This is an optimization exercise on Yosys and OpenROAD, whose aim is small area, a short achievable clock period and few clock cycles per item, not a production implementation. The RTL was checked by simulation tests, not by an equivalence proof against the original design.

==> flow/design.v (outline; a module is shown in full before it is edited, if it fits) <==
// module bloch_spinlock_euler_step_top: 7630 lines
module bloch_spinlock_euler_step_top (
  input  logic                                 clk_i,
  input  logic                                 rst_ni,
  input  logic                                 in_valid_i,
  output logic                                 in_stall_o,
  input  bse_pkg::in_word_t                    in_word_i,
  output logic                                 out_valid_o,
  input  logic                                 out_stall_i,
  output bse_pkg::out_word_t                   out_word_o,
  input  logic                                 cfg_we_i,
  input  logic [bse_pkg::CFG_IDX_W-1:0]        cfg_idx_i,
  input  logic [bse_pkg::CFG_DATA_W-1:0]       cfg_data_i
);
  // ...
==> flow/run.sh <==
#!/bin/bash
# synth_recipe.tcl (not shown) runs the flow's synth.tcl, then flattens the netlist and writes it again
# the make line also repeats each setting of config.mk as NAME=value (left out here)
make -C /OpenROAD-flow-scripts/flow DESIGN_CONFIG=/design/flow/config.mk WORK_HOME=/design/flow/orfs CLKGATE_MAP_FILE= SYNTH_SCRIPT=/design/flow/synth_recipe.tcl finish
==> flow/config.mk <==
export PLATFORM = sky130hd
export DESIGN_NAME = bloch_spinlock_euler_step_top
export DESIGN_NICKNAME = bloch_spinlock_euler_step_top
export VERILOG_FILES = /design/flow/design.v
export SDC_FILE = /design/flow/constraint.sdc
export NUM_CORES = 4
export LEC_CHECK = 0
export CAP_MARGIN = 20
export CORE_MARGIN = 2
export CORE_UTILIZATION = 40
export PLACE_DENSITY = 0.45
export SETUP_SLACK_MARGIN = 3
export SLEW_MARGIN = 20
export TNS_END_PERCENT = 100
==> flow/constraint.sdc <==
create_clock -name core_clock -period 11.0 [get_ports {clk_i}]
set_input_delay 2.2000 -clock core_clock [delete_from_list [all_inputs] [get_ports {clk_i}]]
set_output_delay 2.2000 -clock core_clock [all_outputs]
set_load 0.01 [all_outputs]
==> impl_metrics.ini, run 1 <==
[synth]
synth_seq_cells = 723
synth.most_common_cell = inv_1
netlist_top_cells_area = fa_1 (33%), a22oi_1 (12%), xor2_1 (8.9%), xnor2_1 (7.5%), dfrtp_1 (7.4%)

[place]
port_buffers = 235
post-place-ws_ps = 1440

[setup_path]
worst-r2r-cell-count = 30
path_depth = 30
crit_buf_inv = 7
timing.rr.start = m2[7]

[detailed_routing]
wl_met2_mm = 313

[floorplan]
well_tap_count = 4620
ios = 236

[layout]
dominant_cells = multi-input gates
diodes = 27
nNonClkInverters = 2373

[global_routing]
grt_pass1_vias = 121000
grt_use_met1_pct = 51.1

[clock_tree]
cts_inserted_buffers = 97

[outcome]
status = complete, no violations
Testbench counts, summed over its fixed seeds: cycles 10,954, items 2,908.
==> run 2: changes to the inputs <==
--- a/flow/config.mk
+++ b/flow/config.mk
@@ -9,6 +9,6 @@
 export CORE_MARGIN = 2
 export CORE_UTILIZATION = 40
 export PLACE_DENSITY = 0.45
-export SETUP_SLACK_MARGIN = 3
+export SETUP_SLACK_MARGIN = 4.5
 export SLEW_MARGIN = 20
 export TNS_END_PERCENT = 100
==> run 2 against run 1 <==
Against the previous run:
- still clean
- die area did not move
- first-iteration DRC count rose by 19%
- critical path type unchanged
- highest routed layer unchanged
==> impl_metrics.ini, run 2 <==
[floorplan]
ios = 236
chipHeight_um = 598
rows = 218
core_sq_um = 352000
fp.dieW_um = 598
dieArea_sq_um = 357000
initial_utilization_pct = 40.1

[detailed_routing]
first_pass_iters = 8
wire_per_inst_um = 43.5
drt_iter0_drc = 17700
final_antenna_net_count = 0
wl_mm = 871
post-route-drc-count = 0
vias_per_cell = 6.46
num_vias = 129000

[layout]
top_register = d_q
final_cell_mix = inv_1 (2,256), a22oi_1 (2,091), fa_1 (2,086), xor2_1 (1,391), xnor2_1 (1,161)
finalInstanceArea_sq_um = 169000
fin_nets = 18000
area_growth_pct = 19.9
largest_reg_flops = 53
drive_above_1_share_pct = 20.9
utilization_pct = 48.1
final_common_cell = inv_1

[sta]
finClkSkew_ps = 136
slew_headroom_pct = 2.75
setup_viol = 0
fin_ws_ps = 2860
fmaxAchievable_ghz = 0.123
finalCritPeriodShare_pct = 74.0
grt_setup_unrepaired = yes
fin_setup_tns_ps = 0
worst_pin_slew_ps = 1450
timing.hold.ws_ps = 428
hold_viol = 0
fin_crit_ps = 8140
drv_slew = 0

[synth]
syn_nets = 17700
syn_inst = 15000
synth_edf_count = 300
synth_mux_area_share_pct = 2.56
synth_fa_ha_area_share_pct = 35.7
yosys.area_share.simple_pct = 3.85
synth-compound-area-share_pct = 16.8
synth.most_common_cell = inv_1
ys_top_cells_by_count = inv_1 (2,362), a22oi_1 (2,340), fa_1 (2,331), xor2_1 (1,434), clkbuf_1 (1,387)
synth_warnings = 1
synth.top_cell.area_share_pct = 33.1
synthFlopType = dfrtp_1
synth-xor-area-share_pct = 16.4
netlist_top_cells_area = fa_1 (33%), a22oi_1 (12%), xor2_1 (8.9%), xnor2_1 (7.5%), dfrtp_1 (7.4%)
synthArstFlopShare_pct = 58.1
avgSynthCellArea_sq_um = 9.43
synth_top_family_by_area = adder cells
synth_seq_cells = 723
yosysTopAreaCell = fa_1
ys_seq_area_share_pct = 13.9
syn-cell-area_sq_um = 141000
synth_cell_types = 75

[clock_tree]
worst_skew_pair.late_latency_ps = 920
htree_levels = 3
cts_num_sinks = 723
clock_path_buffers = 4
clk_pin_slew_ps = 60
cts_inserted_buffers = 103
cts_tree = done
cts_root_buffer = clkbuf_16
hold_buffers = 0

[hold_path]
hp-class = register to register
hold_depth = 0
min_from = last_q
holdPathEnd = b_last

[place]
place_area_sq_um = 151000
gp_congestion = 1.06
port_buffers = 235
post-place-ws_ps = 1470
dp_hpwl_mm = 646

[setup_path]
end_kind = register
r2r_slack_ps = 2860
cp.arrival_ps = 8740
path_class = register to register
crit_path_start_kind = register
slowest_stage = dfrtp_2
cpMostUsedCell = fa_2
timing.rr.start = m2[15]
worst-r2r-cell-count = 27
r2r_end = d_q[45]
slowest_delay_ps = 640
cp.required_ps = 11600
critPathMaxFanout = 12

[global_routing]
grt_pass1_vias = 128000
grt_max_degree = 143
grt_use_total_pct = 48.1
grt.overflow.total = 0
antenna_found_initial = 110
grt_pass1_wl_mm = 1160

[run]
maxCapViolCount = 0

[outcome]
status = complete, no violations
==> run 2: cell type report <==
type	count	area [sq um]
Fill cell	33300	183000
Multi-Input combinational cell	10200	112000
Sequential cell	723	20000
Timing Repair Buffer	1772	18600
Inverter	2373	9050
Tap cell	4620	5780
Clock buffer	122	2740
Clock inverter	67	729
Antenna cell	117	293
Timing Repair inverter	1	16.3
==> run 2: repair_timing <==
action	in CTS	in global routing
pin swaps	278	376
endpoints found under the setup margin	188	181
gates cloned	9	6
setup buffers	626	112
gates resized for setup	1044	549
==> run 2: worst max path at each step <==
stage                       start       end  slack, ps  cells past startpoint
final                      m2[15]   d_q[45]       2860                     27
after detailed placement  d_q[27]  mx_q[19]       1470                     24
after CTS                  m0[29]   d_q[51]       3110                     26
after floorplan            m0[14]   d_q[51]       3710                     28
after global routing       m0[31]   d_q[51]       2810                     24
after global placement    d_q[25]  mx_q[19]        370                     24
==> run 2: cells by family (layout without fill, tap and decap cells) <==
group,after synthesis,after routing
buf+inv,4022,4335
flops,723,723
fa+ha+maj,2628,2628
other cells,0,117
mux,305,305
simple gates,1293,1294
xor+xnor,2649,2649
compound gates,3338,3338
==> run 2: metrics by stage <==
stage	std cells
3_5_place_dp	18900
5_1_grt	19900
2_1_floorplan	15000
6_report	20000
4_1_cts	19800
3_3_place_gp	18900
==> run 2: worst max-delay path: cells and delay by family (launching register included) <==
kind	cells	cell delay [ps]
AO/OA/AOI/OAI	7	1590
XOR/XNOR	2	220
adder cells (fa/ha/maj)	10	4590
buffers and inverters	7	870
flip-flops	1	640
AND/OR/NAND/NOR	1	50
==> run 2: per-layer routing <==
| metal | GRT usage [%] | share of wire, % |
|---|---|---|
| met1 | 58.5 | 36 |
| met5 | 0.0134 | 0.081 |
| met3 | 17.7 | 13 |
| met4 | 38.9 | 10 |
| met2 | 68.1 | 41 |
==> run 3: changes to the inputs <==
--- a/flow/config.mk
+++ b/flow/config.mk
@@ -7,8 +7,8 @@
 export LEC_CHECK = 0
 export CAP_MARGIN = 20
 export CORE_MARGIN = 2
-export CORE_UTILIZATION = 40
-export PLACE_DENSITY = 0.45
+export CORE_UTILIZATION = 48
+export PLACE_DENSITY = 0.5
 export SETUP_SLACK_MARGIN = 4.5
 export SLEW_MARGIN = 20
 export TNS_END_PERCENT = 100
==> run 3 against run 2 <==
Against the previous run:
- count of clock-buffer cells in the layout is 9 higher
- worst setup slack lost 300 ps
- final area fell by 1.8%
- via count shrank 1.6%
- critical path type unchanged
- critical endpoint is now d_q[51]
==> impl_metrics.ini, run 3 <==
[synth]
synth_warnings = 1
synthArstFlopShare_pct = 58.1
avgSynthCellArea_sq_um = 9.43
netlist_top_cells_area = fa_1 (33%), a22oi_1 (12%), xor2_1 (8.9%), xnor2_1 (7.5%), dfrtp_1 (7.4%)
syn_inst = 15000
synth_cell_types = 75
syn-cell-area_sq_um = 141000
yosysTopAreaCell = fa_1
synth_edf_count = 300
synthFlopType = dfrtp_1
ys_seq_area_share_pct = 13.9
ys_top_cells_by_count = inv_1 (2,362), a22oi_1 (2,340), fa_1 (2,331), xor2_1 (1,434), clkbuf_1 (1,387)
synth.top_cell.area_share_pct = 33.1
syn_nets = 17700
synth.most_common_cell = inv_1
synth_seq_cells = 723

[setup_path]
end_kind = register
startpoint = op2_neg[7]
path_class = register to register
slowest_delay_ps = 680
slowest_stage = fa_1
crit_path_start_kind = register
r2r_slack_ps = 2550
r2r_end = d_q[51]
cp.arrival_ps = 8940
cpMostUsedCell = fa_1
critPathMaxFanout = 24
cp.required_ps = 11500
timing.rr.start = op2_neg[7]
worst-r2r-cell-count = 30

[hold_path]
hp-class = register to register
holdPathEnd = b_last
hold_depth = 0
min_from = last_q

[floorplan]
dieArea_sq_um = 298000
core_sq_um = 293000
ios = 236
initial_utilization_pct = 48.1
rows = 199
fp.dieW_um = 546
chipHeight_um = 546

[sta]
grt_setup_unrepaired = yes
drv_slew = 0
setup_viol = 0
fin_ws_ps = 2550
finClkSkew_ps = 103
slew_headroom_pct = 11.7
hold_viol = 0
fin_setup_tns_ps = 0
finalCritPeriodShare_pct = 76.8
fin_crit_ps = 8450
worst_pin_slew_ps = 1320
fmaxAchievable_ghz = 0.118

[run]
maxCapViolCount = 0

[layout]
stdcell_count = 19100
final_cell_mix = inv_1 (2,256), fa_1 (2,120), a22oi_1 (2,095), xor2_1 (1,394), xnor2_1 (1,164)
final_common_cell = inv_1
fillers = 25800
top_register = d_q
area_growth_pct = 17.8
largest_reg_flops = 53
finalInstanceArea_sq_um = 166000
fin_nets = 17800
drive_above_1_share_pct = 19.4

[place]
dp_hpwl_mm = 558
place_area_sq_um = 149000
port_buffers = 235
gp_congestion = 1.11
post-place-ws_ps = 1270
placed_cells = 18200

[global_routing]
grt_pass1_vias = 128000
grt.overflow.total = 0
grt_pass1_wl_mm = 1050
antenna_found_initial = 73
grt_max_degree = 178
grt_use_total_pct = 50.4

[clock_tree]
clk_pin_slew_ps = 60
clock_path_buffers = 3
cts_root_buffer = clkbuf_16
cts_num_sinks = 723
cts_tree = done
hold_buffers = 0
htree_levels = 3
cts_inserted_buffers = 93
worst_skew_pair.late_latency_ps = 790

[detailed_routing]
wl_mm = 762
post-route-drc-count = 0
first_pass_iters = 10
drt_iter0_drc = 20500
num_vias = 127000
final_antenna_net_count = 0
wire_per_inst_um = 39.9
vias_per_cell = 6.66

[outcome]
status = complete, no violations
-- run 3: cell counts after synthesis --
No cell type changed its count.
-- run 3: area by class of cell --
class	count	area, sq um	area share [%]
Multi-Input combinational cell	10200	111000	67.1
Sequential cell	723	19900	12.0
Inverter	2373	9020	5.43
Tap cell	3919	4900	2.95
Clock inverter	43	527	0.317
Clock buffer	131	2600	1.57
Antenna cell	44	110	0.0663
Timing Repair Buffer	1644	17600	10.6
Timing Repair inverter	1	20.0	0.0120
-- run 3: logic make-up after synthesis --
| kind of cell | after synthesis | synth area share [%] |
|---|---|---|
| AOI/OAI and AO/OA | 3338 | 16.8 |
| xor gates and xnor gates | 2649 | 16.4 |
| adders and majority gates | 2628 | 35.7 |
| buffers and inverters | 4022 | 10.7 |
| DFF | 723 | 13.9 |
| muxes | 305 | 2.56 |
| and+or+nand+nor | 1293 | 3.85 |
-- run 3: worst max-delay path: cells and delay by family (launching register included) --
kind                     cells  cell delay [ps]
AND/OR/NAND/NOR              2              180
buffers and inverters        8             1340
XOR/XNOR                     2              220
adder cells (fa/ha/maj)     10             4340
flip-flops                   1              510
AO/OA/AOI/OAI                8             1510
-- run 3: what timing repair did --
action                     CTS  global route
gates resized for setup    974           540
buffers inserted           561           126
pin swaps                  200           384
gates cloned                10             4
setup endpoints to repair  180           179
-- run 3: how the worst max path moves through the flow --
stage,to,slack (ps)
2_1_floorplan,d_q[51],3710
3_3_place_gp,m2[1],-450
3_5_place_dp,m2[1],1270
4_1_cts,d_q[51],2880
5_1_grt,d_q[51],2550
6_report,d_q[51],2550
-- run 3: metal layers --
layer	up-vias	GRT usage (%)	routed length, um
li1	48600	-	-
met1	64500	61.7	267000
met2	11000	68.3	301000
met3	2947	22.7	116000
met4	58	39.3	76400
met5	-	1.43	1040
-- run 3: stage by stage --
step,hold slack [ps],util [%]
after floorplan,400,-
after global placement,402,50.8
after detailed placement,424,50.9
after CTS,438,55.5
after global routing,446,56.7
final,441,56.7

-- what the ideal ports hide --
How much do the figures lean on ideal ports? The routed layouts below were timed once more, with nothing changed but the port constraints. Step 1, drivers: a clkbuf_16 drives clk_i and a buf_2 each remaining input, both assumed. Step 2 times the ports against the registers' clock, not the clock port: input delays grow and output delays shrink by t, the midpoint of the rising clock arrivals with the driver on. a / b / c = no drivers / after step 1 / after step 2; a / b = the first two.
run	t, ns	setup slack, ns	slew at the worst register clock pin (ns)
run 1	0.943	2.707 / 2.707 / 2.707	0.07 / 0.07
run 2	0.968	2.858 / 2.858 / 2.858	0.09 / 0.09
run 3	0.846	2.554 / 2.554 / 2.554	0.08 / 0.08
After both steps setup and hold are still met in every run listed.
